Background: an optimization exercise with open tools, aiming at small area and a short achievable clock period. Do not read the settings as production practice. In this exercise RTL edits were held to simulation tests only and were not proved equivalent to the original. Power figures rest on the tool's default switching activity, not on a simulated workload.

Setup of north:
// ex_stage
module ex_stage (
    input  logic                  clk,
    input  logic                  rst,
    input  logic [32-1:0]   instr_i,
    input  logic [32-1:0]   data_a_i,
    input  logic [32-1:0]   data_b_i,
    input  logic [32-1:0]   npc_i,
    input  logic                  valid_i,
    input  logic [5:0]            ip_i,
    output logic                  out_valid_o,
    output logic                  reg_write_o,
    output logic [32-1:0]   result_o,
    output logic                  redirect_o,
    output logic [32-1:0]   redirect_pc_o,
    output logic                  exception_o,
    output logic [4:0]            exc_code_o
);
For scale: about 180 flip-flops, about 210 I/O pins, about 15000 um^2 of cells after synthesis.
clock: 8.0 ns
lec_check: 0
abc_area: 1
cap_margin: 20
core_margin: 2
core_utilization: 40
place_density: 0.85
setup_slack_margin: 3.6
slew_margin: 20
standard.sh (not shown) runs the stock make flow with config.mk's settings and CLKGATE_MAP_FILE= SYNTH_SCRIPT=/design/flow/synth_recipe.tcl, a recipe that flattens the netlist after the stock synthesis.
==> flow/flow/run.sh <==
#!/bin/bash
# The standard layout (ORFS make targets, the standard flow's synthesis script) with these changes:
#  - synthesis: no full-adder extraction (ADDER_MAP_FILE empty), Yosys's default
#    Brent-Kung carry map instead of the Kogge-Stone one (SYNTH_OPERATIONS_ARGS set), and
#    ABC mapping with flow/abc_area.script (ORFS's area script with map -B 0.5 and without ABC's own
#    buffering and sizing, which the layout's repair steps do). It runs from a copy of ORFS's scripts folder that differs
#    only in that file; registers, their names and cell types are the standard synthesis's.
#  - port buffers of the plain buffer cell.
# Each step's full output goes to a log of its own in the work folder.
set -euo pipefail
W=$PWD
rm -rf "$W/orfs_scripts"
cp -r "$FLOW_HOME/scripts" "$W/orfs_scripts"
cp "$W/flow/abc_area.script" "$W/orfs_scripts/abc_area.script"
bash standard.sh SCRIPTS_DIR="$W/orfs_scripts" ADDER_MAP_FILE= SYNTH_OPERATIONS_ARGS=-noshare \
  synth > synth.log 2>&1
bash standard.sh ADDER_MAP_FILE= SYNTH_OPERATIONS_ARGS=-noshare \
  "BUFFER_PORTS_ARGS=-buffer_cell sky130_fd_sc_hd__buf_1" finish > standard.log 2>&1
==> flow/flow/abc_area.script <==
strash
dch
map -B 0.5
topo
stime -c
The flow did not stop early for north: all stages ran, and the layout cleared the timing, DRC and antenna checks.
## Diff of input files: south against north
diff --git a/flow/flow/run.sh b/flow/flow/run.sh
--- a/flow/flow/run.sh
+++ b/flow/flow/run.sh
@@ -3,6 +3,6 @@
 #  - synthesis: no full-adder extraction (ADDER_MAP_FILE empty), Yosys's default
 #    Brent-Kung carry map instead of the Kogge-Stone one (SYNTH_OPERATIONS_ARGS set), and
-#    ABC mapping with flow/abc_area.script (ORFS's area script with map -B 0.5 and without ABC's own
-#    buffering and sizing, which the layout's repair steps do). It runs from a copy of ORFS's scripts folder that differs
+#    ABC mapping with flow/abc_area.script (ORFS's area script with a delay relaxation of 0.5 for
+#    area recovery, map -B 0.5 instead of 0.9). It runs from a copy of ORFS's scripts folder that differs
 #    only in that file; registers, their names and cell types are the standard synthesis's.
 #  - port buffers of the plain buffer cell.
==> flow/flow/abc_area.script <==
strash
dch
map -B 0.5
topo
stime -c
buffer -c
upsize -c
dnsize -c
Notes after the runs:
Diff north -> south: count of clock-net buffers in the final layout fell 2; share of total power in the clock network decreased 0.9 points; compound-cell area share of the yosys netlist now sits lower; cell area now smaller.
south vs north: initial antenna violation count down
The inputs of east differ from those of south as listed below.
# south
export LEC_CHECK = 0
export ABC_AREA = 1
export CAP_MARGIN = 20
export CORE_MARGIN = 2
export CORE_UTILIZATION = 40
export PLACE_DENSITY = 0.85
export SETUP_SLACK_MARGIN = 3.6
export SLEW_MARGIN = 20
create_clock -name core_clock -period 8.0 [get_ports {clk}]
# east
export LEC_CHECK = 0
export ABC_AREA = 1
export CAP_MARGIN = 20
export CORE_MARGIN = 2
export CORE_UTILIZATION = 40
export PLACE_DENSITY = 0.85
export SETUP_SLACK_MARGIN = 3.3
export SLEW_MARGIN = 20
create_clock -name core_clock -period 8.0 [get_ports {clk}]
==> run notes <==
The clock network contribution to total cell area on south is in line with that on east. On fill cell instance count of the final layout, south and east are basically level. Core utilization, south and east, lower one = east. [east vs south] number of buffers added for setup after CTS: lower in east. Relative to south, the amount of wire on met2 after detailed routing measured on east has decreased by a few percent. On met2 usage in global routing, the higher figure sits with south, not east. Result: PASS for each of south and east.

* * *

## v6
ex_stage, a different RTL version from the one above (not shown whole).
For scale: ~2100 cells after synthesis, about 180 flip-flops, roughly 18000 um^2 of cells after synthesis.
## ex_stage
module ex_stage (
    input  logic                  clk,
    input  logic                  rst,
    input  logic [32-1:0]   instr_i,
    input  logic [32-1:0]   data_a_i,
    input  logic [32-1:0]   data_b_i,
    input  logic [32-1:0]   npc_i,
    input  logic                  valid_i,
    input  logic [5:0]            ip_i,
    output logic                  out_valid_o,
    output logic                  reg_write_o,
    output logic [32-1:0]   result_o,
    output logic                  redirect_o,
    output logic [32-1:0]   redirect_pc_o,
    output logic                  exception_o,
    output logic [4:0]            exc_code_o
);
Settings: LEC_CHECK=0, CAP_MARGIN=20, CORE_MARGIN=2, CORE_UTILIZATION=40, SETUP_SLACK_MARGIN=3, SLEW_MARGIN=20; clock period 8.0 ns.
run.sh (not shown) runs the stock make flow with config.mk's settings and CLKGATE_MAP_FILE= SYNTH_SCRIPT=/design/flow/synth_recipe.tcl, a recipe that flattens the netlist after the stock synthesis.
Stock flow here: none of the scripts above is used.
v6 closes out successfully: all stages finished, all timing, DRC and antenna checks passed.
Input-level comparison between v7 and v6:
Settings: swapping 3 for 4 in SETUP_SLACK_MARGIN.
--- outcome ---
v6 vs v7, slowest cell on the critical path: sky130_fd_sc_hd__mux4_2 vs sky130_fd_sc_hd__a211o_1
Between v6 and v7, the flow reports met1 layer wirelength in the final routing decreasing slightly.
v7 went all the way through synthesis, placement and routing and the layout is clean on timing, DRC and antenna.
The worst path setup slack after routing reported for v7 is greater than that of v6 by 240 ps.
On v7: number of standard cells in the final layout excluding fillers is 195 higher than what v6 gave.
When the final numbers for v6 and v7 were put side by side, the final instance area turned out to be smaller in v6.
v7 ended up with a lower ratio of total power to cell area than v6 did.
[compare] base=v6 new=v7: non-clock buffer count went up 56%, fmax increased by 5.1% relative to the old numbers, worst hold-check slack barely changed.

* * *

ex_stage with an RTL version that a note above also has.
Size: roughly 2700 cells after synthesis, ~180 flip-flops, roughly 210 I/O pins.
Design ex_stage, start of the top module:
module ex_stage (
    input  logic                  clk,
    input  logic                  rst,
    input  logic [32-1:0]   instr_i,
    input  logic [32-1:0]   data_a_i,
    input  logic [32-1:0]   data_b_i,
    input  logic [32-1:0]   npc_i,
    input  logic                  valid_i,
    input  logic [5:0]            ip_i,
    output logic                  out_valid_o,
    output logic                  reg_write_o,
    output logic [32-1:0]   result_o,
    output logic                  redirect_o,
    output logic [32-1:0]   redirect_pc_o,
    output logic                  exception_o,
    output logic [4:0]            exc_code_o
);
export LEC_CHECK = 0
export ABC_AREA = 1
export CAP_MARGIN = 20
export CORE_MARGIN = 2
export CORE_UTILIZATION = 40
export PLACE_DENSITY = 0.85
export SETUP_SLACK_MARGIN = 3.6
export SLEW_MARGIN = 20
create_clock -name core_clock -period 8.0 [get_ports {clk}]
standard.sh (not shown) runs the stock make flow with config.mk's settings and CLKGATE_MAP_FILE= SYNTH_SCRIPT=/design/flow/synth_recipe.tcl, a recipe that flattens the netlist after the stock synthesis.
==> flow/flow/run.sh <==
#!/bin/bash
# The standard layout (ORFS make targets, the standard flow's synthesis script) with these changes:
#  - synthesis: no full-adder extraction (ADDER_MAP_FILE empty), Yosys's default
#    Brent-Kung carry map instead of the Kogge-Stone one (SYNTH_OPERATIONS_ARGS set), and
#    ABC mapping with flow/abc_area.script (ORFS's area script with a delay relaxation of 0.5 for
#    area recovery, map -B 0.5 instead of 0.9). It runs from a copy of ORFS's scripts folder that differs
#    only in that file; registers, their names and cell types are the standard synthesis's.
#  - port buffers of the plain buffer cell.
#  - clock tree: no dummy loads, leaf clusters of up to 30 registers.
# Each step's full output goes to a log of its own in the work folder.
set -euo pipefail
W=$PWD
rm -rf "$W/orfs_scripts"
cp -r "$FLOW_HOME/scripts" "$W/orfs_scripts"
cp "$W/flow/abc_area.script" "$W/orfs_scripts/abc_area.script"
bash standard.sh SCRIPTS_DIR="$W/orfs_scripts" ADDER_MAP_FILE= SYNTH_OPERATIONS_ARGS=-noshare \
  synth > synth.log 2>&1
bash standard.sh ADDER_MAP_FILE= SYNTH_OPERATIONS_ARGS=-noshare \
  "BUFFER_PORTS_ARGS=-buffer_cell sky130_fd_sc_hd__buf_1" \
  "CTS_ARGS=-sink_clustering_enable -repair_clock_nets -dont_use_dummy_load -sink_clustering_size 30" \
  finish > standard.log 2>&1
==> flow/flow/abc_area.script <==
strash
dch
map -B 0.5
topo
stime -c
buffer -c
upsize -c
dnsize -c
Next try:
--- a/flow/flow/run.sh
+++ b/flow/flow/run.sh
@@ -8,3 +8,2 @@
 #  - port buffers of the plain buffer cell.
-#  - clock tree: no dummy loads, leaf clusters of up to 30 registers.
 # Each step's full output goes to a log of its own in the work folder.
@@ -18,4 +17,2 @@
 bash standard.sh ADDER_MAP_FILE= SYNTH_OPERATIONS_ARGS=-noshare \
-  "BUFFER_PORTS_ARGS=-buffer_cell sky130_fd_sc_hd__buf_1" \
-  "CTS_ARGS=-sink_clustering_enable -repair_clock_nets -dont_use_dummy_load -sink_clustering_size 30" \
-  finish > standard.log 2>&1
+  "BUFFER_PORTS_ARGS=-buffer_cell sky130_fd_sc_hd__buf_1" finish > standard.log 2>&1
SETUP_SLACK_MARGIN = 3.9   (was 3.6)
Flip-flop and latch count is unchanged; final cell count grows by 2.5%; global-route usage is higher by 0.42 points; routed wire length climbs by about 4%; sequential power stays flat.

* * *

fjord:
Another version of the RTL of ex_stage (not shown whole).
Size in the first run: about 210 I/O pins, ~16,000 sq um of cells after synthesis.
Design ex_stage, start of the top module:
module ex_stage (
    input  logic                  clk,
    input  logic                  rst,
    input  logic [32-1:0]   instr_i,
    input  logic [32-1:0]   data_a_i,
    input  logic [32-1:0]   data_b_i,
    input  logic [32-1:0]   npc_i,
    input  logic                  valid_i,
    input  logic [5:0]            ip_i,
    output logic                  out_valid_o,
    output logic                  reg_write_o,
    output logic [32-1:0]   result_o,
    output logic                  redirect_o,
    output logic [32-1:0]   redirect_pc_o,
    output logic                  exception_o,
    output logic [4:0]            exc_code_o
);
Settings: LEC_CHECK=0, ABC_AREA=1, CAP_MARGIN=5, CORE_MARGIN=2, CORE_UTILIZATION=55, PLACE_DENSITY=0.85, SETUP_SLACK_MARGIN=3.7, SLEW_MARGIN=5; clock period 8.0 ns.
==> flow/flow/run.sh <==
#!/bin/bash
# The standard layout (ORFS make targets, the standard flow's synthesis script) with these changes:
#  - synthesis: no full-adder extraction (ADDER_MAP_FILE empty), Yosys's default
#    Brent-Kung carry map instead of the Kogge-Stone one (SYNTH_OPERATIONS_ARGS set), and
#    ABC mapping with flow/abc_area.script (ORFS's area script with a delay relaxation of 0.5 for
#    area recovery, map -B 0.5 instead of 0.9). It runs from a copy of ORFS's scripts folder that differs
#    only in that file; registers, their names and cell types are the standard synthesis's.
#  - port buffers of the plain buffer cell.
# Each step's full output goes to a log of its own in the work folder.
set -euo pipefail
W=$PWD
rm -rf "$W/orfs_scripts"
cp -r "$FLOW_HOME/scripts" "$W/orfs_scripts"
cp "$W/flow/abc_area.script" "$W/orfs_scripts/abc_area.script"
bash standard.sh SCRIPTS_DIR="$W/orfs_scripts" ADDER_MAP_FILE= SYNTH_OPERATIONS_ARGS=-noshare \
  synth > synth.log 2>&1
bash standard.sh ADDER_MAP_FILE= SYNTH_OPERATIONS_ARGS=-noshare \
  "BUFFER_PORTS_ARGS=-buffer_cell sky130_fd_sc_hd__buf_1" finish > standard.log 2>&1
Scripts as last shown in full above: flow/flow/abc_area.script
### fjord -> amber
- CORE_UTILIZATION changed from 55 to 40
- SETUP_SLACK_MARGIN changed from 3.7 to 3.9
Findings:
amber ends up with higher total non-filler cell area in the finished layout than fjord does. Run comparison: fjord critical path class primary input to register; amber critical path class register to output pin. Against fjord as the reference, amber delivers a higher final worst setup slack. For the sequential cell area share, amber came in 1.5 points lower than fjord did.
## Diff of input files: indigo against amber
- swapping 3.9 for 3.7 in SETUP_SLACK_MARGIN
- putting GPL_TIMING_DRIVEN at 0 where nothing was set
- swapping 5 for 20 in CAP_MARGIN
- swapping 5 for 20 in SLEW_MARGIN
Results
indigo completed end to end with timing, DRC and antenna clean.
amber: PASS, flow complete, no timing, DRC or antenna violations
Relative to amber, number of antenna violations at the first check in global routing has gone up in indigo.
amber → indigo: setup slack decreased 170 ps, portion of total power attributed to the clock network decreased 0.4 points.
Inputs modified between indigo and lagoon:
- GPL_TIMING_DRIVEN: 0 -> unset
- SLEW_MARGIN: 20 -> 0
- CAP_MARGIN: 20 -> 0
==> comparison <==
In lagoon, the area of combinational cells with multiple inputs came out about 2.4% below the value in indigo.
indigo → lagoon: number of placed instances with taps included decreased by about 3.7% relative to the old numbers; data arrival time of the worst path increased by 110 ps relative to the old numbers; worst-case setup slack after placement decreased by 280 ps relative to the old numbers; critical path depth decreased by 7 relative to the old numbers.
indigo → lagoon: part of the power in the clock network went up 1.2 points; worst endpoint required time now larger; power consumption has decreased.
The inputs of maple differ from those of lagoon as listed below.
- a change of SLEW_MARGIN from 0 to 5
- a change of SETUP_SLACK_MARGIN from 3.7 to 3.6
- a change of CAP_MARGIN from 0 to 5
[summary]
- Summary: with lagoon as the reference, iteration-0 DRC count of the detailed router in maple moved down slightly.
- Taking lagoon as the reference, in maple cell area now smaller; first-pass GRT wire length comparable.
- lagoon consumes more power than maple.
- Run comparison: lagoon origin of the worst setup path instr_i[26]; maple origin of the worst setup path instr_i[27]
- maple against lagoon; final cell count is down slightly.

* * *

Another version of the RTL of ex_stage (not shown whole).
For scale: ~2700 cells after synthesis, about 210 I/O pins, about 16000 µm² of cells after synthesis.
clock: 8.0 ns
lec_check: 0
abc_area: 1
cap_margin: 5
core_margin: 2
core_utilization: 40
place_density: 0.85
setup_slack_margin: 3.8
slew_margin: 5
Scripts as last shown in full above: flow/flow/run.sh, flow/flow/abc_area.script
Edit:
Settings changed: PLACE_DENSITY 0.85 to 0.9, SETUP_SLACK_MARGIN 3.8 to 3.7.
=> The changed run completed without violations. First-iteration DRC count falls by 0.66%. Critical path depth fell by 3. Wire length went up by 2.8%. Synthesized cell count is unchanged. Core utilization came out lower by 0.72 points. Worst hold slack degrades by 0.0039 ns.

* * *

## before
Starting RTL as in the previous note.
export LEC_CHECK = 0
export ABC_AREA = 1
export CAP_MARGIN = 5
export CORE_MARGIN = 2
export CORE_UTILIZATION = 40
export PLACE_DENSITY = 0.85
export SETUP_SLACK_MARGIN = 3.7
export SLEW_MARGIN = 5
create_clock -name core_clock -period 8.0 [get_ports {clk}]
==> flow/flow/run.sh <==
#!/bin/bash
# The standard layout (ORFS make targets, the standard flow's synthesis script) with these changes:
#  - synthesis: no full-adder extraction (ADDER_MAP_FILE empty), Yosys's default
#    Brent-Kung carry map instead of the Kogge-Stone one (SYNTH_OPERATIONS_ARGS set), and
#    ABC mapping with flow/abc_area.script (ORFS's area script with area-only mapping, map -a, in place of
#    map -B 0.9). It runs from a copy of ORFS's scripts folder that differs
#    only in that file; registers, their names and cell types are the standard synthesis's.
#  - port buffers of the plain buffer cell.
# Each step's full output goes to a log of its own in the work folder.
set -euo pipefail
W=$PWD
rm -rf "$W/orfs_scripts"
cp -r "$FLOW_HOME/scripts" "$W/orfs_scripts"
cp "$W/flow/abc_area.script" "$W/orfs_scripts/abc_area.script"
bash standard.sh SCRIPTS_DIR="$W/orfs_scripts" ADDER_MAP_FILE= SYNTH_OPERATIONS_ARGS=-noshare \
  synth > synth.log 2>&1
bash standard.sh ADDER_MAP_FILE= SYNTH_OPERATIONS_ARGS=-noshare \
  "BUFFER_PORTS_ARGS=-buffer_cell sky130_fd_sc_hd__buf_1" finish > standard.log 2>&1
==> flow/flow/abc_area.script <==
strash
dch
map -a
topo
stime -c
buffer -c
upsize -c
dnsize -c
Modified inputs, after compared to before
diff --git a/flow/flow/run.sh b/flow/flow/run.sh
--- a/flow/flow/run.sh
+++ b/flow/flow/run.sh
@@ -5,2 +5,2 @@
-#    ABC mapping with flow/abc_area.script (ORFS's area script with area-only mapping, map -a, in place of
-#    map -B 0.9). It runs from a copy of ORFS's scripts folder that differs
+#    ABC mapping with flow/abc_area.script (ORFS's area script with a delay relaxation of 0.5 for
+#    area recovery, map -B 0.5 instead of 0.9). It runs from a copy of ORFS's scripts folder that differs
==> flow/flow/abc_area.script <==
strash
dch
map -B 0.5
topo
stime -c
buffer -c
upsize -c
dnsize -c
==> comparison <==
Going from before to after, count of cells along the worst register-to-register path lower; detailed-router iteration count before antenna repair moved up; met2 demand-to-capacity share in global routing shows a reduction of 2.6 points; non-clock buffer count went down.
after vs before: area share of xor/xnor cells in the synthesized design down in after
The capturing element of the worst setup path comes out redirect_pc_o[15] in one run and result_q[5] in the other, namely in before and after respectively.
Area occupied by multi-input gates: higher on before
after vs. before: combinational group share of total power shrank by 6.7 points, net switching power shrank by 340 uW.

-- static timing again, ports no longer ideal --
The results above use ideal ports. As a check the final layouts listed here were re-extracted and re-timed, cells and wires unchanged. Step 1 sets driving cells, clkbuf_16 on the clock port and buf_2 on the other inputs (assumed; they add their load-dependent delay and slew). Step 2 times the ports against the registers' clock, not the clock port: input delays grow and output delays shrink by t, the midpoint of the rising clock arrivals with the driver on. Slacks: ideal ports / drivers / drivers and shift; pairs: ideal ports / drivers.
run	t (ns)	setup slack, ns	worst hold slack (ns)	worst register clock-pin slew, ns
north	0.516	3.561 / 3.545 / 3.030	0.490 / 0.490 / 0.490	0.08 / 0.08
south	0.523	3.552 / 3.586 / 3.063	0.489 / 0.489 / 0.489	0.08 / 0.08
east	0.520	3.123 / 3.152 / 2.632	0.491 / 0.491 / 0.491	0.08 / 0.08
v6	0.554	2.995 / 3.031 / 2.476	0.512 / 0.512 / 0.512	0.09 / 0.09
v7	0.554	3.238 / 3.239 / 2.685	0.515 / 0.515 / 0.515	0.09 / 0.09
the first run of note 3	0.512	3.470 / 3.505 / 2.993	0.488 / 0.488 / 0.488	0.08 / 0.08
the second run of note 3	0.522	3.819 / 3.841 / 3.336	0.492 / 0.492 / 0.492	0.08 / 0.08
fjord	0.516	3.537 / 3.523 / 3.006	0.493 / 0.493 / 0.493	0.09 / 0.09
amber	0.519	3.825 / 3.773 / 3.343	0.487 / 0.487 / 0.487	0.09 / 0.09
indigo	0.528	3.654 / 3.677 / 3.149	0.498 / 0.498 / 0.498	0.08 / 0.08
lagoon	0.522	3.708 / 3.735 / 3.214	0.490 / 0.490 / 0.490	0.09 / 0.09
maple	0.518	3.564 / 3.592 / 3.075	0.489 / 0.489 / 0.489	0.09 / 0.09
the first run of note 5	0.528	3.788 / 3.745 / 3.241	0.493 / 0.493 / 0.493	0.08 / 0.08
the second run of note 5	0.514	3.731 / 3.711 / 3.197	0.489 / 0.489 / 0.489	0.08 / 0.08
before	0.526	2.577 / 2.524 / 2.465	0.491 / 0.491 / 0.491	0.08 / 0.08
after	0.518	3.729 / 3.754 / 3.236	0.491 / 0.491 / 0.491	0.09 / 0.09
After both steps setup and hold are still met in every run listed. The setup slack of v7, which loses most, moves by +0.001 ns with the drivers and by -0.553 ns with both steps.
